Source: an optimization exercise on an open RTL-to-GDS flow (aim: small area). Production flows keep margins and buffers that such runs may drop. Only simulation tests tie the RTL to the original design; equivalence was not proved. Power figures rest on the tool's default switching activity, not on a simulated workload.

Design fpu_seq, start of the top module:
module fpu_seq (
  input  logic        clk,
  input  logic        reset,
  input  logic        Start,
  input  logic [1:0]  FPUOp,
  input  logic [31:0] SrcA,
  input  logic [31:0] SrcB,
  output logic [31:0] Result,
  output logic        Done,
  output logic        Busy,
  output logic [3:0]  FPUFlags
);
  localparam logic [3:0] S_IDLE = 4'd0;
  localparam logic [3:0] S_A1   = 4'd1;   
  localparam logic [3:0] S_A2   = 4'd2;   
  localparam logic [3:0] S_A3   = 4'd3;   
  localparam logic [3:0] S_AL   = 4'd4;   
  localparam logic [3:0] S_ML   = 4'd5;   
  localparam logic [3:0] S_M4   = 4'd6;   
  localparam logic [3:0] S_NORM = 4'd7;   
  localparam logic [3:0] S_PACK = 4'd8;   
  localparam logic [3:0] S_RSV  = 4'd9;   
  localparam logic [3:0] S_DONE = 4'd10;
  localparam logic [3:0] S_A5   = 4'd11;  
  localparam logic [3:0] S_A6   = 4'd12;  
  localparam logic [3:0] S_M3   = 4'd13;  
  localparam logic [3:0] S_M3B  = 4'd14;
  localparam logic [3:0] S_A0   = 4'd15;
  logic [3:0]  r_state;
  logic [3:0]  w_next;
  logic [31:0] r_a;
  logic [31:0] r_b;
  logic [25:0] r_acc;
  logic [9:0]  r_ex;
  logic        r_swap;
  logic [7:0] w_eA, w_eB;
  logic       w_hA, w_hB, w_infA, w_infB;
  assign w_eA   = r_a[30:23];
  assign w_eB   = r_b[30:23];
  assign w_hA   = |w_eA;
  assign w_hB   = |w_eB;
  assign w_infA = &w_eA;
  assign w_infB = &w_eB;
  logic w_accZ, w_exNZ;
  assign w_accZ = ~|r_acc;
  assign w_exNZ = |r_ex;
  assign Result   = {r_a[31], r_ex[7:0], r_acc[23:1]};
  assign FPUFlags = {r_a[31], ~|r_ex[7:0], 1'b0, &r_ex[7:0]};
  assign Done     = (r_state == S_DONE);
  assign Busy     = (r_state != S_IDLE);
  logic        r_ySelB;    
  logic        r_yEn;      
  logic        r_sub;      
  logic        w_ySelB, w_yEn, w_sub;
  assign w_ySelB = r_ySelB;
  assign w_yEn   = r_yEn;
  assign w_sub   = r_sub;
  logic [24:0] w_x, w_y;
  logic [25:0] w_sum;
  assign w_x = r_acc[25:1] ^ {25{w_sub}};
  assign w_y = {w_yEn, (w_ySelB ? r_b[22:0] : r_a[22:0]) & {23{w_yEn}}, 1'b0};
  logic [25:0] w_c;
  assign w_c[0] = w_sub;
  for (genvar i = 0; i < 25; i++) begin : g_add
    assign w_sum[i]  = w_x[i] ^ w_y[i] ^ w_c[i];
  ...
clock: 11.0 ns
lec_check: 0
abc_area: 1
cap_margin: 0
core_margin: 2
core_utilization: 76
slew_margin: 0
standard.sh (not shown) runs the stock make flow with config.mk's settings and CLKGATE_MAP_FILE= SYNTH_SCRIPT=/design/flow/synth_recipe.tcl, a recipe that flattens the netlist after the stock synthesis.
==> flow/flow/run.sh <==
#!/bin/bash
# The standard layout with two changes:
#  - synthesis maps the logic with an area-oriented ABC script (flow/area.abc);
#    registers are untouched, so they are the standard synthesis's registers;
#  - the port buffers use the smallest buffer cell.
set -euo pipefail
W=$(pwd)
sed "s#^source \$::env(SCRIPTS_DIR)/synth_preamble.tcl#&\nset abc_args [list -script $W/flow/area.abc {*}[lrange \$abc_args 2 end]]#" \
  "$FLOW_HOME/scripts/synth.tcl" > my_synth.tcl
grep -q "flow/area.abc" my_synth.tcl
sed "s#source \$::env(SCRIPTS_DIR)/synth.tcl#source $W/my_synth.tcl#" synth_recipe.tcl > my_synth_recipe.tcl
grep -q "my_synth.tcl" my_synth_recipe.tcl
sed "s#SYNTH_SCRIPT=[^ ]*#SYNTH_SCRIPT=$W/my_synth_recipe.tcl#" standard.sh > my_standard.sh
grep -q "my_synth_recipe.tcl" my_standard.sh
export BUFFER_PORTS_ARGS="-buffer_cell sky130_fd_sc_hd__buf_1"
export CTS_ARGS="-sink_clustering_enable -repair_clock_nets -dont_use_dummy_load"
bash my_standard.sh > standard_flow.log 2>&1
==> flow/flow/area.abc <==
strash
&get -n
&st
&dch
&nf -R 1000
&st
&dch
&nf -R 1000
&put
topo
==> next run, changes <==
--- a/flow/config.mk
+++ b/flow/config.mk
@@ -9,4 +9,4 @@
 export CAP_MARGIN = 0
 export CORE_MARGIN = 2
-export CORE_UTILIZATION = 76
+export CORE_UTILIZATION = 72
 export SLEW_MARGIN = 0
Setup slack improved by 0.097 ns.
Synthesized cell count does not change.
Combinational power came out lower by 6.5%.
Clock skew grows by 0.014 ns.
==> next run, changes <==
--- a/flow/flow/run.sh
+++ b/flow/flow/run.sh
@@ -11,5 +11,5 @@
 sed "s#source \$::env(SCRIPTS_DIR)/synth.tcl#source $W/my_synth.tcl#" synth_recipe.tcl > my_synth_recipe.tcl
 grep -q "my_synth.tcl" my_synth_recipe.tcl
-sed "s#SYNTH_SCRIPT=[^ ]*#SYNTH_SCRIPT=$W/my_synth_recipe.tcl#" standard.sh > my_standard.sh
+sed "s#SYNTH_SCRIPT=[^ ]*#SYNTH_SCRIPT=$W/my_synth_recipe.tcl ADDER_MAP_FILE=#" standard.sh > my_standard.sh
 grep -q "my_synth_recipe.tcl" my_standard.sh
 export BUFFER_PORTS_ARGS="-buffer_cell sky130_fd_sc_hd__buf_1"
Fmax rose by 2.7%.
Flip-flop and latch count stays the same.
Via count went up by about 13%.
Design area rose by 1.1%.
Wire length is higher by about 9%.

* * *

fpu_seq, a different RTL version from the one above (not shown whole).
Size: ~110 flip-flops, roughly 110 I/O pins.
==> flow/design.v (excerpt) <==
module fpu_seq (
  input  logic        clk,
  input  logic        reset,
  input  logic        Start,
  input  logic [1:0]  FPUOp,
  input  logic [31:0] SrcA,
  input  logic [31:0] SrcB,
  output logic [31:0] Result,
  output logic        Done,
  output logic        Busy,
  output logic [3:0]  FPUFlags
);
  localparam logic [3:0] S_IDLE = 4'd0;
  localparam logic [3:0] S_A1   = 4'd1;   
  localparam logic [3:0] S_A2   = 4'd2;   
  localparam logic [3:0] S_A3   = 4'd3;   
  localparam logic [3:0] S_AL   = 4'd4;   
  localparam logic [3:0] S_ML   = 4'd5;   
  localparam logic [3:0] S_M4   = 4'd6;   
  localparam logic [3:0] S_NORM = 4'd7;   
  localparam logic [3:0] S_PACK = 4'd8;   
  localparam logic [3:0] S_RSV  = 4'd9;   
  localparam logic [3:0] S_DONE = 4'd10;
  localparam logic [3:0] S_A5   = 4'd11;  
  localparam logic [3:0] S_A6   = 4'd12;  
  localparam logic [3:0] S_M3   = 4'd13;  
  localparam logic [3:0] S_M3B  = 4'd14;
  localparam logic [3:0] S_A0   = 4'd15;
  logic [3:0]  r_state;
  logic [3:0]  w_next;
  logic [31:0] r_a;
  logic [31:0] r_b;
  logic [25:0] r_acc;
  logic [9:0]  r_ex;
  logic        r_swap;
  logic [7:0] w_eA, w_eB;
  logic       w_hA, w_hB, w_infA, w_infB;
  assign w_eA   = r_a[30:23];
  assign w_eB   = r_b[30:23];
  assign w_hA   = |w_eA;
  assign w_hB   = |w_eB;
  assign w_infA = &w_eA;
  assign w_infB = &w_eB;
  logic w_accZ, w_exNZ;
  assign w_accZ = ~|r_acc;
  assign w_exNZ = |r_ex;
  assign Result   = {r_a[31], r_ex[7:0], r_acc[23:1]};
  assign FPUFlags = {r_a[31], ~|r_ex[7:0], 1'b0, &r_ex[7:0]};
  assign Done     = (r_state == S_DONE);
  assign Busy     = (r_state != S_IDLE);
  logic        w_ySelB;    
  logic        w_yEn;      
  logic        w_sub;
  logic [24:0] w_x, w_y;
  logic [25:0] w_sum;
  assign w_x = r_acc[25:1] ^ {25{w_sub}};
  assign w_y = {w_yEn, (w_ySelB ? r_b[22:0] : r_a[22:0]) & {23{w_yEn}}, 1'b0};
  logic [25:0] w_c;
  ...
==> flow/config.mk <==
export PLATFORM = sky130hd
export DESIGN_NAME = fpu_seq
export DESIGN_NICKNAME = fpu_seq
export VERILOG_FILES = /design/flow/design.v
export SDC_FILE = /design/flow/constraint.sdc
export NUM_CORES = 4
export LEC_CHECK = 0
export ABC_AREA = 1
export CAP_MARGIN = 0
export CORE_MARGIN = 2
export CORE_UTILIZATION = 72
export SLEW_MARGIN = 0
==> flow/constraint.sdc <==
create_clock -name core_clock -period 11.0 [get_ports {clk}]
set_input_delay 2.2000 -clock core_clock [delete_from_list [all_inputs] [get_ports {clk}]]
set_output_delay 2.2000 -clock core_clock [all_outputs]
set_load 0.01 [all_outputs]
==> flow/flow/run.sh <==
#!/bin/bash
# The standard layout with two changes:
#  - synthesis maps the logic with an area-oriented ABC script (flow/area.abc);
#    registers are untouched, so they are the standard synthesis's registers;
#  - the port buffers use the smallest buffer cell.
set -euo pipefail
W=$(pwd)
sed "s#^source \$::env(SCRIPTS_DIR)/synth_preamble.tcl#&\nset abc_args [list -script $W/flow/area.abc {*}[lrange \$abc_args 2 end]]#" \
  "$FLOW_HOME/scripts/synth.tcl" > my_synth.tcl
grep -q "flow/area.abc" my_synth.tcl
sed "s#source \$::env(SCRIPTS_DIR)/synth.tcl#source $W/my_synth.tcl#" synth_recipe.tcl > my_synth_recipe.tcl
grep -q "my_synth.tcl" my_synth_recipe.tcl
sed "s#SYNTH_SCRIPT=[^ ]*#SYNTH_SCRIPT=$W/my_synth_recipe.tcl#" standard.sh > my_standard.sh
grep -q "my_synth_recipe.tcl" my_standard.sh
export BUFFER_PORTS_ARGS="-buffer_cell sky130_fd_sc_hd__buf_1"
export CTS_ARGS="-sink_clustering_enable -repair_clock_nets -dont_use_dummy_load -sink_clustering_size 40 -sink_clustering_max_diameter 150 -sink_clustering_levels 1 -buf_list sky130_fd_sc_hd__clkbuf_8"
bash my_standard.sh > standard_flow.log 2>&1
Scripts as last shown in full above: flow/flow/area.abc
Then changed:
--- a/flow/flow/run.sh
+++ b/flow/flow/run.sh
@@ -14,4 +14,4 @@
 grep -q "my_synth_recipe.tcl" my_standard.sh
 export BUFFER_PORTS_ARGS="-buffer_cell sky130_fd_sc_hd__buf_1"
-export CTS_ARGS="-sink_clustering_enable -repair_clock_nets -dont_use_dummy_load -sink_clustering_size 40 -sink_clustering_max_diameter 150 -sink_clustering_levels 1 -buf_list sky130_fd_sc_hd__clkbuf_8"
+export CTS_ARGS="-sink_clustering_enable -repair_clock_nets -dont_use_dummy_load"
 bash my_standard.sh > standard_flow.log 2>&1
- CORE_UTILIZATION: 72 -> 65
Result: The new run finished with timing, DRC and antenna clean; register-to-register slack is better by 0.02 ns; wire length shrinks by 4.3%; power shrinks by 1.0%; global-route usage shrinks by 3.8 points; synthesized cell count is unchanged; clock skew stays flat; utilization shrinks by 6.1 points.
Then changed:
--- a/flow/flow/run.sh
+++ b/flow/flow/run.sh
@@ -14,4 +14,4 @@
 grep -q "my_synth_recipe.tcl" my_standard.sh
 export BUFFER_PORTS_ARGS="-buffer_cell sky130_fd_sc_hd__buf_1"
-export CTS_ARGS="-sink_clustering_enable -repair_clock_nets -dont_use_dummy_load"
+export CTS_ARGS="-sink_clustering_enable -repair_clock_nets -dont_use_dummy_load -root_buf sky130_fd_sc_hd__clkbuf_8 -buf_list sky130_fd_sc_hd__clkbuf_4"
 bash my_standard.sh > standard_flow.log 2>&1
- CORE_UTILIZATION: 65 -> 72
After rerunning: Sequential cell count does not change; worst setup slack gets worse by 0.021 ns; final cell count went down slightly; clock-buffer cell count is unchanged; first-iteration DRC count increases by well over a third; non-clock buffer count is lower by 2; power is higher slightly.
Then changed:
--- a/flow/flow/run.sh
+++ b/flow/flow/run.sh
@@ -14,4 +14,5 @@
 grep -q "my_synth_recipe.tcl" my_standard.sh
 export BUFFER_PORTS_ARGS="-buffer_cell sky130_fd_sc_hd__buf_1"
-export CTS_ARGS="-sink_clustering_enable -repair_clock_nets -dont_use_dummy_load -root_buf sky130_fd_sc_hd__clkbuf_8 -buf_list sky130_fd_sc_hd__clkbuf_4"
+export SYNTH_INSBUF=0
+export CTS_ARGS="-sink_clustering_enable -repair_clock_nets -dont_use_dummy_load"
 bash my_standard.sh > standard_flow.log 2>&1
- CORE_UTILIZATION: 72 -> 65
- GPL_TIMING_DRIVEN: not set -> 0
Non-clock buffer count is lower by 12. Die area is higher by 5.8%. Maximum frequency hardly moves. Register-to-register slack is about the same. Via count is lower by 2.9%.
Then changed:
--- a/flow/flow/run.sh
+++ b/flow/flow/run.sh
@@ -14,5 +14,4 @@
 grep -q "my_synth_recipe.tcl" my_standard.sh
 export BUFFER_PORTS_ARGS="-buffer_cell sky130_fd_sc_hd__buf_1"
-export SYNTH_INSBUF=0
 export CTS_ARGS="-sink_clustering_enable -repair_clock_nets -dont_use_dummy_load"
 bash my_standard.sh > standard_flow.log 2>&1
- CORE_UTILIZATION: 65 -> 72
- GPL_TIMING_DRIVEN: 0 -> not set
Effect: Power rises by 0.68%. Routed wire length rises by 1.5%. Clock power barely changes. Core utilization rises by 4.4 points. Synthesized cell count rises by 6.4%. Global-route usage rises by 3.0 points. Design area falls by 0.43%.

* * *

Another version of the RTL of fpu_seq (not shown whole).
For scale: about 570 cells after synthesis, about 110 I/O pins, about 6100 µm² of cells after synthesis.
==> flow/config.mk <==
export PLATFORM = sky130hd
export DESIGN_NAME = fpu_seq
export DESIGN_NICKNAME = fpu_seq
export VERILOG_FILES = /design/flow/design.v
export SDC_FILE = /design/flow/constraint.sdc
export NUM_CORES = 4
export LEC_CHECK = 0
export ABC_AREA = 1
export CAP_MARGIN = 0
export CORE_MARGIN = 2
export CORE_UTILIZATION = 72
export SLEW_MARGIN = 0
==> flow/constraint.sdc <==
create_clock -name core_clock -period 11.0 [get_ports {clk}]
set_input_delay 2.2000 -clock core_clock [delete_from_list [all_inputs] [get_ports {clk}]]
set_output_delay 2.2000 -clock core_clock [all_outputs]
set_load 0.01 [all_outputs]
==> flow/flow/run.sh <==
#!/bin/bash
# The standard layout with these changes:
#  - synthesis maps the logic with an area-oriented ABC script (flow/area.abc);
#    registers are untouched, so they are the standard synthesis's registers;
#  - the port buffers use the smallest buffer cell;
#  - clock tree synthesis adds no dummy loads.
set -euo pipefail
W=$(pwd)
sed "s#^source \$::env(SCRIPTS_DIR)/synth_preamble.tcl#&\nset abc_args [list -script $W/flow/area.abc {*}[lrange \$abc_args 2 end]]#" \
  "$FLOW_HOME/scripts/synth.tcl" > my_synth.tcl
grep -q "flow/area.abc" my_synth.tcl
sed "s#source \$::env(SCRIPTS_DIR)/synth.tcl#source $W/my_synth.tcl#" synth_recipe.tcl > my_synth_recipe.tcl
grep -q "my_synth.tcl" my_synth_recipe.tcl
sed "s#SYNTH_SCRIPT=[^ ]*#SYNTH_SCRIPT=$W/my_synth_recipe.tcl#" standard.sh > my_standard.sh
grep -q "my_synth_recipe.tcl" my_standard.sh
export BUFFER_PORTS_ARGS="-buffer_cell sky130_fd_sc_hd__buf_1"
export CTS_ARGS="-sink_clustering_enable -repair_clock_nets -dont_use_dummy_load"
bash my_standard.sh > standard_flow.log 2>&1
Scripts as last shown in full above: flow/flow/area.abc
The starting point finished clean.
Edit:
==> flow/flow/area.abc (replaced) <==
strash
&get -n
&st
&deepsyn -T 60
&dch
&nf -R 1000
&st
&dch
&nf -R 1000
&put
topo
Result: Cell count decreases by 4.0%; design area decreases by 1.9%; via count decreases by 4.6%.

* * *

Setup of build 28:
Another version of the RTL of fpu_seq (not shown whole).
For scale: about 710 cells after synthesis, ~110 I/O pins, ~0.0065 mm2 of cells after synthesis.
export LEC_CHECK = 0
export ABC_AREA = 1
export CAP_MARGIN = 0
export CORE_MARGIN = 2
export CORE_UTILIZATION = 40
export SLEW_MARGIN = 0
create_clock -name core_clock -period 11.0 [get_ports {clk}]
run.sh (not shown) runs the stock make flow with config.mk's settings and CLKGATE_MAP_FILE= SYNTH_SCRIPT=/design/flow/synth_recipe.tcl, a recipe that flattens the netlist after the stock synthesis.
Stock flow here: none of the scripts above is used.
Build 28: done, clean on timing, DRC and antenna
Modified inputs, build 76 compared to build 28
Settings: a change of CORE_UTILIZATION from 40 to 65.
==> flow/flow/run.sh (new file) <==
#!/bin/bash
set -euo pipefail
export BUFFER_PORTS_ARGS="-buffer_cell sky130_fd_sc_hd__buf_1"
bash standard.sh > standard_flow.log 2>&1
==> flow/standard.sh (new file) <==
#!/bin/bash
# synth_recipe.tcl (not shown) runs the flow's synth.tcl, then flattens the netlist and writes it again
# the make line also repeats each setting of config.mk as NAME=value (left out here)
make -C /OpenROAD-flow-scripts/flow DESIGN_CONFIG=/design/flow/config.mk WORK_HOME=/design/flow/orfs CLKGATE_MAP_FILE= SYNTH_SCRIPT=/design/flow/synth_recipe.tcl "${@:-finish}"
removed: flow/run.sh
Notes after the runs:
Build 76 ran to completion and came out clean on the timing, design-rule and antenna checks. From build 28 to build 76 the numbers moved as follows: largest clock skew in the final design +0.0089 ns, placement row count went down by 10, post-cts repair resize count has increased. From build 28 to build 76 the numbers moved as follows: area of all placed cells without fillers decreased by 880 um2 relative to the old numbers, post-layout utilization of the core increased by 23 points relative to the old numbers. Via density per instance: build 76 vs build 28 up 0.56. Against build 28, non-clock buffer count in build 76 rose slightly. Compared with build 28, build 76 shows a number of standard cells in the final layout excluding fillers that is 82 lower. Build 76 improves on build 28 in wire length of the first global-routing pass. The tightest slew margin relative to the limit in build 76 sits 0.50 points above the value recorded for build 28.
The following lists how build 13 was set up differently from build 76:
==> flow/flow/run.sh <==
#!/bin/bash
# The standard layout with two changes:
#  - synthesis maps the logic with an area-oriented ABC script (flow/area.abc);
#    registers are untouched, so they are the standard synthesis's registers;
#  - the port buffers use the smallest buffer cell.
set -euo pipefail
W=$(pwd)
sed "s#^source \$::env(SCRIPTS_DIR)/synth_preamble.tcl#&\nset abc_args [list -script $W/flow/area.abc {*}[lrange \$abc_args 2 end]]#" \
  "$FLOW_HOME/scripts/synth.tcl" > my_synth.tcl
grep -q "flow/area.abc" my_synth.tcl
sed "s#source \$::env(SCRIPTS_DIR)/synth.tcl#source $W/my_synth.tcl#" synth_recipe.tcl > my_synth_recipe.tcl
grep -q "my_synth.tcl" my_synth_recipe.tcl
sed "s#SYNTH_SCRIPT=[^ ]*#SYNTH_SCRIPT=$W/my_synth_recipe.tcl#" standard.sh > my_standard.sh
grep -q "my_synth_recipe.tcl" my_standard.sh
export BUFFER_PORTS_ARGS="-buffer_cell sky130_fd_sc_hd__buf_1"
bash my_standard.sh > standard_flow.log 2>&1
==> flow/flow/area.abc (new file) <==
strash
&get -n
&st
&dch
&nf -R 1000
&st
&dch
&nf -R 1000
&put
topo
Results
For the first-pass GRT wire length, build 13 came in 10% lower than build 76 did.
Compared with build 76, build 13 shows sum of met3 wire segment lengths after detailed routing that has gone up by more than a quarter.
For the total nets after synthesis, build 13 came in about 16% lower than build 76 did.
Start point of the critical path = r_state[3]: build 76; start point of the critical path = r_state[1]: build 13
Comparing clock group share of total power for build 76 and build 13, the smaller number came from build 76.
#### Input delta (build 69 over build 13)
Settings: CORE_UTILIZATION: 65 -> 40; CAP_MARGIN: 0 -> 20; SLEW_MARGIN: 0 -> 20.
==> flow/run.sh (new file) <==
#!/bin/bash
# synth_recipe.tcl (not shown) runs the flow's synth.tcl, then flattens the netlist and writes it again
# the make line also repeats each setting of config.mk as NAME=value (left out here)
make -C /OpenROAD-flow-scripts/flow DESIGN_CONFIG=/design/flow/config.mk WORK_HOME=/design/flow/orfs CLKGATE_MAP_FILE= SYNTH_SCRIPT=/design/flow/synth_recipe.tcl finish
removed: flow/flow/run.sh
removed: flow/flow/area.abc
removed: flow/standard.sh
Results
Going from build 13 to build 69, total via count in the routed design went up about 6%; proportion of power drawn by combinational gates went up 3.6 points; post-placement cell area went up 0.0012 mm2; synthesized area went up 7.9%.

static timing again, ports no longer ideal:
No port has a modelled driver above. Below, the same layouts with a new extraction and two added sets of constraints.
Step 1 assumes that a clkbuf_16 drives the clock port and a buf_2 every other input.
Step 2, shift: input delay + t, output delay - t, t = (earliest + latest rising clock arrival at the registers) / 2. This alone moves slack from input paths to output paths.
Three values: ideal ports, drivers, drivers and shift; two values: the first two.
| run | shift t [ns] | setup WS [ns] | clock arrival spread, ns | worst slew at a driven data input, ns |
|---|---|---|---|---|
| the first run of note 1 | 0.389 | 0.266 / 0.266 / 0.266 | 0.030 / 0.030 | 0.04 |
| the second run of note 1 | 0.386 | 0.363 / 0.363 / 0.363 | 0.044 / 0.044 | 0.04 |
| the third run of note 1 | 0.388 | 0.641 / 0.641 / 0.641 | 0.031 / 0.030 | 0.04 |
| the first run of note 2 | 0.388 | 0.329 / 0.329 / 0.329 | 0.044 / 0.044 | 0.04 |
| the second run of note 2 | 0.403 | 0.349 / 0.349 / 0.349 | 0.042 / 0.043 | 0.04 |
| the third run of note 2 | 0.388 | 0.329 / 0.329 / 0.329 | 0.044 / 0.044 | 0.04 |
| the fourth run of note 2 | 0.388 | 0.342 / 0.342 / 0.342 | 0.038 / 0.038 | 0.05 |
| the fifth run of note 2 | 0.388 | 0.329 / 0.329 / 0.329 | 0.044 / 0.044 | 0.04 |
| the first run of note 3 | 0.378 | 0.384 / 0.384 / 0.384 | 0.032 / 0.032 | 0.04 |
| the second run of note 3 | 0.392 | 0.323 / 0.323 / 0.323 | 0.032 / 0.032 | 0.05 |
| build 28 | 0.387 | 0.434 / 0.434 / 0.434 | 0.008 / 0.007 | 0.05 |
| build 76 | 0.407 | 0.436 / 0.436 / 0.436 | 0.017 / 0.017 | 0.04 |
| build 13 | 0.399 | 0.266 / 0.266 / 0.266 | 0.021 / 0.022 | 0.04 |
| build 69 | 0.387 | 0.434 / 0.434 / 0.434 | 0.008 / 0.007 | 0.05 |
After both steps setup and hold are still met in every run listed.
